Source: an optimization exercise on an open RTL-to-GDS flow (aim: small area). Production flows keep margins and buffers that such runs may drop.
The RTL was checked by simulation tests, not by an equivalence proof against the original design.
Power is estimated from default activity; no workload was simulated.

## trial 40
// servo_recipe_pwm_sequencer
module servo_recipe_pwm_sequencer #(
  parameter int RECIPE_DEPTH = srps_pkg::RECIPE_DEPTH_DEF
) (
  input  logic                          clk,
  input  logic                          rst_n,
  input  logic                          in_valid,
  output logic                          in_ready,
  input  srps_pkg::in_item_t            in_data,
  output logic                          out_valid,
  input  logic                          out_ready,
  output srps_pkg::out_item_t           out_data,
  input  logic                          psel,
  input  logic                          penable,
  input  logic                          pwrite,
  input  logic [srps_pkg::CFG_AW-1:0]   paddr,
  input  logic [srps_pkg::CFG_DW-1:0]   pwdata,
  output logic [srps_pkg::CFG_DW-1:0]   prdata,
  output logic                          pready
);
  logic [19:0] period_r;
  logic [15:0] offset_r;
  logic [14:0] step_r;
  logic [18:0] unit_r;
  logic [18:0] settle_r;
  logic        cfg_we;
  logic [2:0]  reg_sel;
  assign pready  = 1'b1;
  assign cfg_we  = psel && penable && pwrite;
  assign reg_sel = paddr[4:2];
  logic [19:0] wd_z;   
  logic [19:0] wd_o;   
  assign wd_z = pwdata[19:0] & {20{rst_n}};
  assign wd_o = pwdata[19:0] | {20{!rst_n}};
  function automatic logic [19:0] cfg_wd(input logic [19:0] rst_val,
  ...
For scale: about 1,800 cells after synthesis, about 430 flip-flops, ~110 I/O pins.
Settings: LEC_CHECK=0, CAP_MARGIN=20, CORE_MARGIN=2, CORE_UTILIZATION=70, GPL_TIMING_DRIVEN=0, PLACE_DENSITY=0.8, SLEW_MARGIN=20; clock period 9.0 ns.
standard.sh (not shown) runs the stock make flow with config.mk's settings and CLKGATE_MAP_FILE= SYNTH_SCRIPT=/design/flow/synth_recipe.tcl, a recipe that flattens the netlist after the stock synthesis.
==> flow/flow/run.sh <==
#!/bin/bash
# Layout flow: the standard flow (standard.sh) with these changes.
#  - Synthesis maps the logic with the area-oriented ABC script in
#    flow/abc_area.script and without Yosys's full-adder extraction. Flip-flops
#    are mapped before ABC runs, so registers, their names and cell types are
#    those of the standard synthesis.
#  - Port buffering uses the smallest buffer, sky130_fd_sc_hd__buf_1.
#  - Clock tree synthesis uses clkbuf_8 sink clusters and inserts no dummy
#    loads.
# Each step's full output goes to its own log here; ORFS's logs are under orfs/.
set -euo pipefail
cd "$(dirname "${BASH_SOURCE[0]}")/.."
W=$PWD
rm -rf "$W/scripts_area"
cp -r "$FLOW_HOME/scripts" "$W/scripts_area"
cp "$W/flow/abc_area.script" "$W/scripts_area/abc_area.script"
bash standard.sh SCRIPTS_DIR="$W/scripts_area" ABC_AREA=1 ADDER_MAP_FILE= synth > "$W/synth.log" 2>&1
bash standard.sh "BUFFER_PORTS_ARGS=-buffer_cell sky130_fd_sc_hd__buf_1" \
  "CTS_ARGS=-sink_clustering_enable -repair_clock_nets -sink_clustering_size 20 -sink_clustering_max_diameter 44 -buf_list sky130_fd_sc_hd__clkbuf_8 -dont_use_dummy_load" \
  finish > "$W/layout.log" 2>&1
==> flow/flow/abc_area.script <==
&get -n
&deepsyn -T 120
&put
dch -f
amap
mfs2
strash
dch -f
amap
topo
stime -c
#### Input delta (build 33 over trial 40)
--- a/flow/design.v
+++ b/flow/design.v
@@ -160,16 +160,15 @@
   logic        mov_sel_r;
   logic [4:0]  loop_cnt_r;
   logic [4:0]  loop_head_r;
   logic [18:0] dly_o_r;
   logic [4:0]  dly_j_r;
   logic [4:0]  dly_n_r;
   logic [4:0]  pos_r;
-  logic [19:0] pw_r;     
-  logic        pw_sat_r;   
+  logic [19:0] pw_r;
   logic [19:0] cnt1_r;   
   logic        res_pend_r;
   logic        out_valid_r;
   srps_pkg::out_item_t out_r;
   logic load_out, acc, is_write, is_tick, is_restart;
   assign load_out   = res_pend_r && (!out_valid_r || out_ready);
   assign in_ready   = !res_pend_r || !out_valid_r || out_ready;
@@ -250,25 +249,41 @@
       mov_sel_r <= mov_sel_nxt;
     end
   end
   always_ff @(posedge clk) begin
     if (!rst_n) begin
       cursor_r   <= '0;
       loop_cnt_r <= '0;
+      dly_j_r    <= '0;
+      dly_n_r    <= '0;
       pos_r      <= '0;
     end else begin
       cursor_r <= cursor_nxt;
       if (is_tick) begin
         pos_r <= pos_mov;
       end
       if (is_restart) begin
         loop_cnt_r <= '0;
       end
       if (is_tick) begin
-        if (!waiting && !halted) begin
+        if (waiting) begin
+          if (dly_j_r == '0) begin
+            dly_j_r <= dly_n_r;
+          end else begin
+            dly_j_r <= dly_j_dec[4:0];
+          end
+        end else if (!halted) begin
+          if (op_mov) begin
+            dly_j_r <= trav_m1;
+            dly_n_r <= trav_m1;
+          end
+          if (op_wait) begin
+            dly_j_r <= arg;
+            dly_n_r <= arg;
+          end
           if (op_loop && loop_cnt_r == '0) begin
             loop_cnt_r <= arg;
           end
           if (end_jump) begin
             loop_cnt_r <= loop_dec[4:0];
           end
         end
@@ -276,34 +291,14 @@
     end
   end
   always_ff @(posedge clk) begin
     if (step_go && op_loop) begin
       loop_head_r <= cur_inc[4:0];
     end
   end
-  always_ff @(posedge clk) begin
-    if (is_tick) begin
-      if (waiting) begin
-        if (dly_j_r == '0) begin
-          dly_j_r <= dly_n_r;
-        end else begin
-          dly_j_r <= dly_j_dec[4:0];
-        end
-      end else if (!halted) begin
-        if (op_mov) begin
-          dly_j_r <= trav_m1;
-          dly_n_r <= trav_m1;
-        end
-        if (op_wait) begin
-          dly_j_r <= arg;
-          dly_n_r <= arg;
-        end
-      end
-    end
-  end
   logic [7:0] wbyte;
   logic [6:0] wcode;
   logic [6:0] mem_r [32];
   logic       fwd;
   assign wbyte = in_data.write_byte;
   always_comb begin
     case (wbyte[7:5])
@@ -373,22 +368,20 @@
   assign c2 = ((br2 & cor) | (br2 & s1) | (cor & s1)) << 1;
   assign s3 = s2 ^ c2 ^ c1;
   assign c3 = ((s2 & c2) | (s2 & c1) | (c2 & c1)) << 1;
   assign add_s  = srps_pkg::rc_add({3'd0, s3}, {3'd0, c3}, 1'b0);
   assign pw_sum = add_s[20:0];
   always_ff @(posedge clk) begin
     if (!rst_n) begin
-      pw_r     <= 20'(srps_pkg::OFFSET_RST);
-      pw_sat_r <= 1'b0;
+      pw_r   <= 20'(srps_pkg::OFFSET_RST);
       cnt1_r <= 20'd1;
     end else if (is_tick) begin
       if (wrap) begin
         cnt1_r <= 20'd1;
-        pw_r     <= pw_sum[19:0];
-        pw_sat_r <= pw_sum[20];
+        pw_r   <= pw_sum[20] ? srps_pkg::PW_MAX : pw_sum[19:0];
       end else begin
         cnt1_r <= cnt1_inc[19:0];
       end
     end
   end
   always_ff @(posedge clk) begin
     if (!rst_n) begin
@@ -405,16 +398,15 @@
       end else if (out_ready) begin
         out_valid_r <= 1'b0;
       end
     end
   end
   always_ff @(posedge clk) begin
     if (load_out) begin
-      out_r.pwm_level      <= pw_sat_r ||
-                              !srps_pkg::rc_lt({4'd0, pw_r}, {4'd0, cnt1_r}) ||
+      out_r.pwm_level      <= !srps_pkg::rc_lt({4'd0, pw_r}, {4'd0, cnt1_r}) ||
                               !srps_pkg::rc_lt({4'd0, pw_r}, {4'd0, eff_per});
       out_r.position       <= pos_r;
       out_r.recipe_index   <= cursor_r;
       out_r.loop_remaining <= loop_cnt_r;
       out_r.halted         <= halted;
       out_r.waiting        <= waiting;
     end
Results
Between build 33 and trial 40, worst slack at placement is higher for trial 40, build 33 comes in under that. Power: build 33 draws more than trial 40. The final reports for build 33 and trial 40 show hold slack higher in the former. Compared with trial 40, build 33 shows a higher slew at the pin closest to its max-slew limit. Compared to trial 40, the router laid down less metal wire for build 33. The final reports for build 33 and trial 40 show relative contribution of combinational cells to total power higher in the former. The clock tree cell share of total cell area was comparable across build 33 and trial 40. Build 33 ended with more count of TritonRoute iterations in the first routing pass than trial 40. Relative to trial 40, synthesized-area fraction occupied by ao, oa, aoi and oai cells decreased by 0.21 points in build 33. | area share of and/or/nand/nor cells after synthesis | higher: build 33 |. Build 33 vs. trial 40: clock period minus final worst setup slack +0.069 ns; number of buffers inserted during clock tree synthesis -about 5%.

==> port drivers added, routing unchanged <==
Ports are ideal in the flow. The routed layouts listed here were re-timed in OpenROAD. Step 1 assumes that a clkbuf_16 drives the clock port and a buf_2 every other input. Step 2 also shifts input and output timing later by t, the mid clock arrival at the registers, as if the neighbouring blocks saw the same clock. Slacks: ideal / step 1 / step 2; pairs: ideal / step 1.
run	t, ns	setup WS [ns]	worst setup path after step 2	latest minus earliest clock arrival (ns)	worst slew at a driven data input, ns
trial 40	0.629	0.909 / 0.909 / 0.797	input to register	0.107 / 0.107	0.05
build 33	0.605	0.840 / 0.840 / 0.478	input to register	0.092 / 0.092	0.03
After both steps every run listed still meets setup and hold. For build 33, which loses most, drivers alone change the setup slack by 0.000 ns; drivers and shift together by -0.362 ns.
